Source: an optimization exercise on an open RTL-to-GDS flow (aim: small area, a short achievable clock period and few clock cycles). Production flows keep margins and buffers that such runs may drop.
Function was checked by simulation only, so behaviour that the tests miss may differ from the original.
Power and IR drop assume default switching activity.

==> inputs of run a <==
==> flow/design.v <==
package core_pkg;
	typedef logic [32-1:0] word_t;
	typedef logic [4:0] reg_idx_t;
	typedef logic [$clog2(8)-1:0] rob_tag_t;
	typedef enum logic [2:0] {
		ALU_ADD = 3'd0,
		ALU_SUB = 3'd1,
		ALU_AND = 3'd2,
		ALU_OR  = 3'd3,
		ALU_XOR = 3'd4,
		ALU_SLT = 3'd5
	} alu_op_t;
	typedef enum logic [0:0] {
		MUL_LO = 1'b0,
		MUL_HU = 1'b1
	} mul_op_t;
	typedef enum logic {
		UNIT_ALU = 1'b0,
		UNIT_MUL = 1'b1
	} unit_sel_t;
	typedef struct packed {
		logic     ready;
		rob_tag_t tag;
		word_t    value;
	} operand_t;
	typedef struct packed {
		logic     valid;
		rob_tag_t tag;
		word_t    value;
	} cdb_t;
endpackage
`timescale 1ns/100ps
module ooo_core (
	input  logic        clock,
	input  logic        reset,
	input  logic        issue_valid,
	output logic        issue_ready,
	input  logic [3:0]  issue_op,
	input  logic [4:0]  issue_rd,
	input  logic [4:0]  issue_rs1,
	input  logic [4:0]  issue_rs2,
	input  logic        issue_use_imm,
	input  logic [31:0] issue_imm,
	output logic        commit_valid,
	output logic [4:0]  commit_rd,
	output logic [31:0] commit_data
);
	localparam int K = 8;           
	localparam int NSTEP = 32 / K;  
	localparam int W = 32 + K;      
	logic [31:0] rf [1:31];
	logic [31:1] rf_ok;
	logic        ex_valid;
	logic [3:0]  ex_op;
	logic [4:0]  ex_rd;
	logic [31:0] ex_a;
	logic [31:0] ex_b;
	logic [31:0] mul_s;
	logic [31:0] mul_c;
	logic        mul_cin;
	logic [2:0]  mul_cnt;
	logic        cm_valid;
	logic [4:0]  cm_rd;
	logic [31:0] cm_data;
	assign commit_valid = cm_valid;
	assign commit_rd    = cm_rd;
	assign commit_data  = cm_data;
	logic        ex_mul;
	logic        ex_done;
	logic [31:0] alu_res;
	logic [31:0] mul_hi;
	logic [31:0] ex_res;
	logic        accept;
	assign ex_mul  = ex_op[3];
	assign ex_done = ex_valid && (!ex_mul || mul_cnt == 3'(NSTEP));
	logic        alu_inv;
	logic [32:0] alu_sum;
	logic        alu_lt;
	assign alu_inv = ex_op[2:0] != 3'd0;
	assign alu_sum = {1'b0, ex_a} + {1'b0, alu_inv ? ~ex_b : ex_b} + 33'(alu_inv);
	assign alu_lt  = (ex_a[31] ^ ex_b[31]) ? ex_a[31] : alu_sum[31];
	always_comb begin
		case (ex_op[2:0])
			3'd0, 3'd1: alu_res = alu_sum[31:0];
			3'd2:       alu_res = ex_a & ex_b;
			3'd3:       alu_res = ex_a | ex_b;
			3'd4:       alu_res = ex_a ^ ex_b;
			3'd5:       alu_res = {31'd0, alu_lt};
			default:    alu_res = '0;
		endcase
	end
	assign mul_hi = mul_s + mul_c + 32'(mul_cin);
	assign ex_res = !ex_mul ? alu_res : (ex_op[0] ? mul_hi : ex_b);
	function automatic logic [2*W-1:0] csa(input logic [W-1:0] x, input logic [W-1:0] y,
		input logic [W-1:0] z);
		logic [W-1:0] s;
		logic [W-1:0] c;
		s = x ^ y ^ z;
		c = ((x & y) | (x & z) | (y & z)) << 1;
		csa = {c, s};
	endfunction
	logic [W-1:0] pp [K];
	logic [W-1:0] l1 [6];
	logic [W-1:0] l2 [4];
	logic [W-1:0] l3 [2];
	logic [W-1:0] l4 [2];
	logic [W-1:0] st_s;
	logic [W-1:0] st_c;
	logic [K:0]   st_low;
	always_comb begin
		for (int i = 0; i < K; i++) begin
			pp[i] = ex_b[i] ? (W'(ex_a) << i) : '0;
		end
		{l1[1], l1[0]} = csa(pp[0], pp[1], pp[2]);
		{l1[3], l1[2]} = csa(pp[3], pp[4], pp[5]);
		{l1[5], l1[4]} = csa(pp[6], pp[7], W'(mul_s));
		l1[1][0] = mul_cin;
		{l2[1], l2[0]} = csa(l1[0], l1[1], l1[2]);
		{l2[3], l2[2]} = csa(l1[3], l1[4], l1[5]);
		{l3[1], l3[0]} = csa(l2[0], l2[1], l2[2]);
		{l4[1], l4[0]} = csa(l3[0], l3[1], l2[3]);
		{st_c, st_s}   = csa(l4[0], l4[1], W'(mul_c));
		st_low = {1'b0, st_s[K-1:0]} + {1'b0, st_c[K-1:0]};
	end
	assign issue_ready = !ex_valid || ex_done;
	assign accept      = issue_valid && issue_ready;
	function automatic logic [31:0] read_reg(input logic [4:0] r);
		read_reg = '0;
		if (r != 5'd0) begin
			if (ex_done && ex_rd == r) begin
				read_reg = ex_res;
			end else if (rf_ok[r]) begin
				read_reg = rf[r];
			end
		end
	endfunction
	always_ff @(posedge clock) begin
		if (reset) begin
			ex_valid <= 1'b0;
			cm_valid <= 1'b0;
			rf_ok    <= '0;
		end else begin
			ex_valid <= accept || (ex_valid && !ex_done);
			cm_valid <= ex_done;
			if (ex_done && ex_rd != 5'd0) begin
				rf_ok[ex_rd] <= 1'b1;
			end
		end
	end
	always_ff @(posedge clock) begin
		if (ex_done && ex_rd != 5'd0) begin
			rf[ex_rd] <= ex_res;
		end
		if (ex_done) begin
			cm_rd   <= ex_rd;
			cm_data <= ex_res;
		end
		if (accept) begin
			ex_op   <= issue_op;
			ex_rd   <= issue_rd;
			ex_a    <= read_reg(issue_rs1);
			ex_b    <= issue_use_imm ? issue_imm : read_reg(issue_rs2);
			mul_s   <= '0;
			mul_c   <= '0;
			mul_cin <= 1'b0;
			mul_cnt <= '0;
		end else if (ex_valid && ex_mul && !ex_done) begin
			mul_s   <= st_s[W-1:K];
			mul_c   <= st_c[W-1:K];
			mul_cin <= st_low[K];
			mul_cnt <= mul_cnt + 3'd1;
			ex_b    <= {st_low[K-1:0], ex_b[31:K]};
		end
	end
endmodule
==> flow/run.sh <==
#!/bin/bash
# synth_recipe.tcl (not shown) runs the flow's synth.tcl, then flattens the netlist and writes it again
# the make line also repeats each setting of config.mk as NAME=value (left out here)
make -C /OpenROAD-flow-scripts/flow DESIGN_CONFIG=/design/flow/config.mk WORK_HOME=/design/flow/orfs CLKGATE_MAP_FILE= SYNTH_SCRIPT=/design/flow/synth_recipe.tcl finish
==> flow/config.mk <==
export PLATFORM = sky130hd
export DESIGN_NAME = ooo_core
export DESIGN_NICKNAME = ooo_core
export VERILOG_FILES = /design/flow/design.v
export SDC_FILE = /design/flow/constraint.sdc
export NUM_CORES = 4
export LEC_CHECK = 0
export CAP_MARGIN = 20
export CORE_MARGIN = 2
export CORE_UTILIZATION = 30
export SLEW_MARGIN = 20
==> flow/constraint.sdc <==
create_clock -name core_clock -period 6.0 [get_ports {clock}]
set_input_delay 1.2000 -clock core_clock [delete_from_list [all_inputs] [get_ports {clock}]]
set_output_delay 1.2000 -clock core_clock [all_outputs]
set_load 0.01 [all_outputs]
==> run b (differences from run a) <==
--- a/flow/design.v
+++ b/flow/design.v
@@ -126,12 +126,13 @@
 	assign accept      = issue_valid && issue_ready;
 	function automatic logic [31:0] read_reg(input logic [4:0] r);
-		read_reg = '0;
-		if (r != 5'd0) begin
-			if (ex_done && ex_rd == r) begin
-				read_reg = ex_res;
-			end else if (rf_ok[r]) begin
-				read_reg = rf[r];
-			end
+		logic [31:0] v;
+		v = '0;
+		for (int i = 1; i < 32; i++) begin
+			v = v | ({32{r == 5'(i) && rf_ok[i]}} & rf[i]);
 		end
+		if (r != 5'd0 && ex_done && ex_rd == r) begin
+			v = ex_res;
+		end
+		read_reg = v;
 	endfunction
 	always_ff @(posedge clock) begin
@@ -152,23 +153,26 @@
 			rf[ex_rd] <= ex_res;
 		end
-		if (ex_done) begin
-			cm_rd   <= ex_rd;
-			cm_data <= ex_res;
+		cm_rd   <= ex_rd;
+		cm_data <= ex_res;
+		if (accept) begin
+			ex_op <= issue_op;
+			ex_rd <= issue_rd;
+			ex_a  <= read_reg(issue_rs1);
 		end
 		if (accept) begin
-			ex_op   <= issue_op;
-			ex_rd   <= issue_rd;
-			ex_a    <= read_reg(issue_rs1);
-			ex_b    <= issue_use_imm ? issue_imm : read_reg(issue_rs2);
+			ex_b <= issue_use_imm ? issue_imm : read_reg(issue_rs2);
+		end else if (ex_valid && ex_mul && !ex_done) begin
+			ex_b <= {st_low[K-1:0], ex_b[31:K]};
+		end
+		if (accept) begin
 			mul_s   <= '0;
 			mul_c   <= '0;
 			mul_cin <= 1'b0;
 			mul_cnt <= '0;
-		end else if (ex_valid && ex_mul && !ex_done) begin
+		end else begin
 			mul_s   <= st_s[W-1:K];
 			mul_c   <= st_c[W-1:K];
 			mul_cin <= st_low[K];
-			mul_cnt <= mul_cnt + 3'd1;
-			ex_b    <= {st_low[K-1:0], ex_b[31:K]};
+			mul_cnt <= mul_cnt + 3'(mul_cnt != 3'(NSTEP));
 		end
 	end
==> results.txt <==
| metric | run a | run b |
|---|---|---|
| Result of the run | timing/DRC/antenna clean | timing/DRC/antenna clean |
| N_taps | 3,026 | 2,805 |
| Share of total power consumed by net switching | 32.04% | 33.28% |
| Global-route wire length before repair | 331,300 um | 426,800 um |
| Comb_multi_in | 2,869 | 3,070 |
| Number of unique standard cell types used by synthesis | 84 | 97 |
| Via count | 45,166 | 53,578 |
| Final instance area | 0.07889 mm^2 | 0.07334 mm^2 |
| Leak Pwr | 28.03 nW | 26.60 nW |
| Non-filler instance count after layout | 8,121 | 8,226 |
| Final-layout fill cell count | 22,043 | 20,327 |
| Worst Clk Skew | 0.06299 ns | 0.07103 ns |
| Total design power | 24.67 mW | 25.63 mW |
| Clock network share of area | 5.611% | 6.029% |
| Count of cells along the worst register-to-register path | 15 | 19 |
| Clock network fraction of total power | 34.0% | 32.9% |
Testbench counts of run a, summed over its fixed seeds: cycles 4,812.
Testbench counts of run b, summed over its fixed seeds: cycles 4,812.

## re-timing with driven ports
How much do the figures lean on ideal ports? The routed layouts below were timed once more, with nothing changed but the port constraints.
Step 1 sets driving cells, clkbuf_16 on the clock port and buf_2 on the other inputs (assumed; they add their load-dependent delay and slew).
Step 2 also shifts input and output timing later by t, the mid clock arrival at the registers, as if the neighbouring blocks saw the same clock.
a / b / c = ideal / step 1 / step 2; a / b = the first two.
| run | t (ns) | setup WS [ns] | hold slack, ns | worst setup path after step 2 | clock arrival spread, ns |
|---|---|---|---|---|---|
| run a | 0.875 | 0.761 / 0.761 / 0.761 | 0.493 / 0.493 / 0.493 | register to register | 0.063 / 0.063 |
| run b | 0.891 | 0.732 / 0.732 / 0.535 | 0.521 / 0.521 / 0.521 | input to register | 0.071 / 0.071 |
After both steps setup and hold are still met in every run listed. For run b, which loses most, drivers alone change the setup slack by 0.000 ns; drivers and shift together by -0.197 ns.
